This is an optimization exercise on Yosys and OpenROAD, whose aim is small area, a short achievable clock period and few clock cycles per item, not a production implementation. RTL that was checked went through simulation tests only; none was proved equivalent to the original.

// acc_top
module acc_top (
  input  logic        clk,
  input  logic        reset,
  input  logic        start,
  output logic [15:0] addr,
  output logic        en,
  output logic        we,
  input  logic [31:0] dataR,
  output logic [31:0] dataW,
  output logic        finish
);
For scale: about 1400 cells after synthesis, about 490 flip-flops, about 86 I/O pins, ~17000 µm² of cells after synthesis.
clock: 12.5 ns
lec_check: 0
cap_margin: 20
core_margin: 2
core_utilization: 40
slew_margin: 20
run.sh (not shown) runs the stock make flow with config.mk's settings and CLKGATE_MAP_FILE= SYNTH_SCRIPT=/design/flow/synth_recipe.tcl, a recipe that flattens the netlist after the stock synthesis.
Testbench counts at the start, summed over its fixed seeds: cycles 10,480, images 128.
Then changed:
==> flow/flow/run.sh (new file) <==
#!/bin/bash
# The standard layout, with plain buffers (not delay buffers) on the ports.
set -euo pipefail
bash standard.sh "BUFFER_PORTS_ARGS=-buffer_cell sky130_fd_sc_hd__buf_2" finish > standard_flow.log 2>&1
==> flow/standard.sh (new file) <==
#!/bin/bash
# synth_recipe.tcl (not shown) runs the flow's synth.tcl, then flattens the netlist and writes it again
# the make line also repeats each setting of config.mk as NAME=value (left out here)
make -C /OpenROAD-flow-scripts/flow DESIGN_CONFIG=/design/flow/config.mk WORK_HOME=/design/flow/orfs CLKGATE_MAP_FILE= SYNTH_SCRIPT=/design/flow/synth_recipe.tcl "${@:-finish}"
removed: flow/run.sh
What happened: Clock skew came out lower by 0.0050 ns; final cell count stays flat; wire length came out higher by 1.1%; utilization came out lower by 0.78 points.
Then changed:
--- a/flow/config.mk
+++ b/flow/config.mk
@@ -10 +10,3 @@
-export CORE_UTILIZATION = 40
+export CORE_UTILIZATION = 65
+export CTS_CLUSTER_SIZE = 40
+export PLACE_DENSITY = 0.75
Effect: Cell area came out lower by 1.8%. Worst setup slack improves by 0.069 ns. Sequential cell count does not change. Die area came out lower by 38%. Count of clock-buffer cells in the layout does not change. Global-route usage came out higher by 8.4 points. Area after synthesis is unchanged.

---

The RTL this note starts from:
==> flow/design.v <==
package acc_pkg;
  typedef union packed {
    logic [4*8-1:0]    word;
    logic [3:0][8-1:0] pix;   
  } pixel_word_t;
  typedef logic [1:0] slot_t;
  typedef logic [$clog2((16 / 4))-1:0] word_idx_t;
  typedef logic [2:0][5:0][8-1:0] window_t;
endpackage
`timescale 1ns/1ps
module acc_control (
  input  logic        clk,
  input  logic        reset,
  input  logic        start,
  output logic [15:0] addr,
  output logic        en,
  output logic        we,
  output logic        finish,
  output logic        sel_lo,
  output logic        sel_rep,
  output logic        dup,
  output logic        first
);
  logic       busy;
  logic       en_q, we_q, fin_q;
  logic [4:0] addr_q;
  logic [6:0] cnt;        
  logic [6:0] nxt;
  logic       first_q;
  assign addr   = {10'd0, we_q, addr_q};
  assign en     = en_q;
  assign we     = we_q;
  assign finish = fin_q;
  assign nxt    = cnt + 7'd1;
  assign sel_lo  = cnt[0];                       
  assign sel_rep = (cnt >= 7'd65);               
  assign dup     = (cnt >= 7'd1) && (cnt <= 7'd8);
  assign first = first_q;
  always_ff @(posedge clk or posedge reset) begin
    if (reset) begin
      busy  <= 1'b0;
      en_q  <= 1'b0;
      fin_q <= 1'b0;
    end else begin
      if (!busy) begin
        if (fin_q) begin
          if (!start) fin_q <= 1'b0;
        end else if (start) begin
          busy <= 1'b1;
          en_q <= 1'b1;    
        end
      end else if (cnt == 7'd77) begin
        busy  <= 1'b0;
        en_q  <= 1'b0;
        fin_q <= 1'b1;
      end else if (!nxt[0]) begin
        en_q <= (nxt <= 7'd62);    
      end else begin
        en_q <= (nxt >= 7'd15);    
      end
    end
  end
  always_ff @(posedge clk) begin
    first_q <= (nxt[2:0] == 3'd2);
    if (!busy) begin
      cnt    <= '0;
      we_q   <= 1'b0;
      addr_q <= '0;
    end else begin
      cnt    <= nxt;
      we_q   <= nxt[0];
      if (nxt[0]) addr_q <= 5'(cnt[6:1] - 6'd7);
      else        addr_q <= nxt[5:1];
    end
  end
endmodule
`timescale 1ns/1ps
module line_buffer (
  input  logic        clk,
  input  logic        sel_lo,
  input  logic        sel_rep,
  input  logic        dup,
  input  logic [31:0] dataR,
  output logic [15:0] bot,
  output logic [15:0] mid,
  output logic [15:0] top
);
  logic [15:0] stage;
  logic [15:0] h [0:16];
  logic [15:0] din;
  always_comb begin
    if (sel_rep)     din = h[7];
    else if (sel_lo) din = dataR[15:0];
    else             din = stage;
  end
  always_ff @(posedge clk) begin
    stage <= dataR[31:16];
    h[0]  <= din;
    for (int i = 1; i < 17; i++) h[i] <= h[i-1];
    if (dup) h[8] <= din;
  end
  assign bot = h[0];
  assign mid = h[8];
  assign top = h[16];
endmodule
`timescale 1ns/1ps
module sobel_unit (
  input  logic        clk,
  input  logic        first,   
  input  logic [15:0] bot,
  input  logic [15:0] mid,
  input  logic [15:0] top,
  output logic [15:0] result
);
  logic [9:0] s_vs0, s_vs1;
  logic [8:0] s_vd0, s_vd1;
  logic [9:0] n_vs0, n_vs1;
  logic [8:0] n_vd0, n_vd1;
  logic       n_first;
  logic [9:0] c_vs;
  logic [8:0] c_vd;
  logic [9:0] b_vs0, b_vs1;
  logic [8:0] b_vd0, b_vd1;
  logic [9:0] a_vs;
  logic [8:0] a_vd;
  logic [4*11-1:0] g_d, g_q;   
  always_comb begin
    s_vs0 = {2'b00, top[7:0]}  + {1'b0, mid[7:0], 1'b0}  + {2'b00, bot[7:0]};
    s_vs1 = {2'b00, top[15:8]} + {1'b0, mid[15:8], 1'b0} + {2'b00, bot[15:8]};
    s_vd0 = {1'b0, top[7:0]}  - {1'b0, bot[7:0]};
    s_vd1 = {1'b0, top[15:8]} - {1'b0, bot[15:8]};
  end
  always_ff @(posedge clk) begin
    n_vs0   <= s_vs0;
    n_vs1   <= s_vs1;
    n_vd0   <= s_vd0;
    n_vd1   <= s_vd1;
    n_first <= first;
    c_vs    <= first ? n_vs1 : s_vs0;
    c_vd    <= first ? n_vd1 : s_vd0;
    b_vs0   <= n_vs0;
    b_vs1   <= n_vs1;
    b_vd0   <= n_vd0;
    b_vd1   <= n_vd1;
    a_vs    <= n_first ? n_vs0 : b_vs1;
    a_vd    <= n_first ? n_vd0 : b_vd1;
  end
  always_comb begin
    g_d[0  +: 11] = $signed({1'b0, b_vs1}) - $signed({1'b0, a_vs});
    g_d[11 +: 11] = 11'($signed(a_vd)) + 11'($signed(b_vd1)) + (11'($signed(b_vd0)) <<< 1);
    g_d[22 +: 11] = $signed({1'b0, c_vs}) - $signed({1'b0, b_vs0});
    g_d[33 +: 11] = 11'($signed(b_vd0)) + 11'($signed(c_vd)) + (11'($signed(b_vd1)) <<< 1);
  end
  always_ff @(posedge clk) g_q <= g_d;
  always_comb begin
    logic [10:0] gx, gy;
    logic        sx, sy, hx, hy;
    logic [7:0]  lx, ly;
    logic [9:0]  sum;
    for (int c = 0; c < 2; c++) begin
      gx = g_q[22*c +: 11];
      gy = g_q[22*c + 11 +: 11];
      sx = gx[10];
      sy = gy[10];
      hx = (gx[10:8] != {3{sx}});
      hy = (gy[10:8] != {3{sy}});
      lx = gx[7:0] ^ {8{sx}};
      ly = gy[7:0] ^ {8{sy}};
      sum = {2'b00, lx} + {2'b00, ly} + {9'd0, sx} + {9'd0, sy};
      result[8*c +: 8] = (hx || hy || sum[9:8] != 2'b00) ? 8'hFF : sum[7:0];
    end
  end
endmodule
`timescale 1ns/1ps
module acc_top (
  input  logic        clk,
  input  logic        reset,
  input  logic        start,
  output logic [15:0] addr,
  output logic        en,
  output logic        we,
  input  logic [31:0] dataR,
  output logic [31:0] dataW,
  output logic        finish
);
  logic        sel_lo;      
  logic        sel_rep;     
  logic        dup;         
  logic        first;       
  logic [15:0] bot, mid, top;   
  logic [15:0] result;
  acc_control u_control (
    .clk     (clk),
    .reset   (reset),
    .start   (start),
    .addr    (addr),
    .en      (en),
    .we      (we),
    .finish  (finish),
    .sel_lo  (sel_lo),
    .sel_rep (sel_rep),
    .dup     (dup),
    .first   (first)
  );
  line_buffer u_line_buffer (
    .clk     (clk),
    .sel_lo  (sel_lo),
    .sel_rep (sel_rep),
    .dup     (dup),
    .dataR   (dataR),
    .bot     (bot),
    .mid     (mid),
    .top     (top)
  );
  sobel_unit u_sobel (
    .clk    (clk),
    .first  (first),
    .bot    (bot),
    .mid    (mid),
    .top    (top),
    .result (result)
  );
  always_ff @(posedge clk) dataW <= {result, dataW[31:16]};
endmodule
==> flow/config.mk <==
export PLATFORM = sky130hd
export DESIGN_NAME = acc_top
export DESIGN_NICKNAME = acc_top
export VERILOG_FILES = /design/flow/design.v
export SDC_FILE = /design/flow/constraint.sdc
export NUM_CORES = 4
export LEC_CHECK = 0
export CAP_MARGIN = 20
export CORE_MARGIN = 2
export CORE_UTILIZATION = 65
export CTS_CLUSTER_DIAMETER = 80
export CTS_CLUSTER_SIZE = 30
export PLACE_DENSITY = 0.75
export SLEW_MARGIN = 20
==> flow/constraint.sdc <==
create_clock -name core_clock -period 12.5 [get_ports {clk}]
set_input_delay 2.5000 -clock core_clock [delete_from_list [all_inputs] [get_ports {clk}]]
set_output_delay 2.5000 -clock core_clock [all_outputs]
set_load 0.01 [all_outputs]
standard.sh (not shown) runs the stock make flow with config.mk's settings and CLKGATE_MAP_FILE= SYNTH_SCRIPT=/design/flow/synth_recipe.tcl, a recipe that flattens the netlist after the stock synthesis.
==> flow/flow/run.sh <==
#!/bin/bash
# The standard layout, with plain buffers (not delay buffers) on the ports.
set -euo pipefail
bash standard.sh "BUFFER_PORTS_ARGS=-buffer_cell sky130_fd_sc_hd__buf_2" finish > standard_flow.log 2>&1
==> next run, changes <==
- ABC_AREA: not set -> 1
Outcome:
- The changed run completed without violations
- non-clock buffer count decreases by 1
- via count increases by 9.3%
- worst setup slack gets worse by 40 ps
- clock-buffer cell count decreases by 5
- worst hold slack hardly moves
- clock skew increases by 13 ps
- global-route usage increases by 1.0 points
- wire length increases by about 3.7%
- final cell count increases by 13%
No run of this note included a check of the RTL's function; only the layout flow was run.

## port drivers added, routing unchanged
No port has a modelled driver above. Below, the same layouts with a new extraction and two added sets of constraints. Step 1, drivers: a clkbuf_16 drives clk and a buf_2 each remaining input, both assumed. Step 2 moves the port delays by t, midway between the first and last clock arrival at a register: inputs arrive t later, outputs are due t later. That takes back most of the time a late clock gives input paths. Slacks: no drivers / after step 1 / after step 2; pairs: no drivers / after step 1.
| run | t, ns | slack for setup (ns) | worst hold slack (ns) | worst data-port slew with drivers (ns) | pins driven straight from the clock port |
|---|---|---|---|---|---|
| the first run of note 1 | 0.625 | 8.474 / 8.421 / 8.437 | 0.323 / 0.323 / 0.323 | 0.03 | 1 |
| the second run of note 1 | 0.627 | 8.861 / 8.809 / 8.833 | 0.300 / 0.300 / 0.300 | 0.03 | 1 |
| the third run of note 1 | 0.577 | 8.930 / 8.882 / 8.822 | 0.321 / 0.321 / 0.321 | 0.04 | 1 |
| the first run of note 2 | 0.577 | 8.917 / 8.867 / 9.257 | 0.328 / 0.328 / 0.328 | 0.05 | 1 |
| the second run of note 2 | 0.583 | 8.876 / 8.830 / 9.368 | 0.330 / 0.330 / 0.330 | 0.03 | 1 |
After both steps every run listed still meets setup and hold. For the third run of note 1, which loses most, drivers alone change the setup slack by -0.048 ns; drivers and shift together by -0.108 ns.
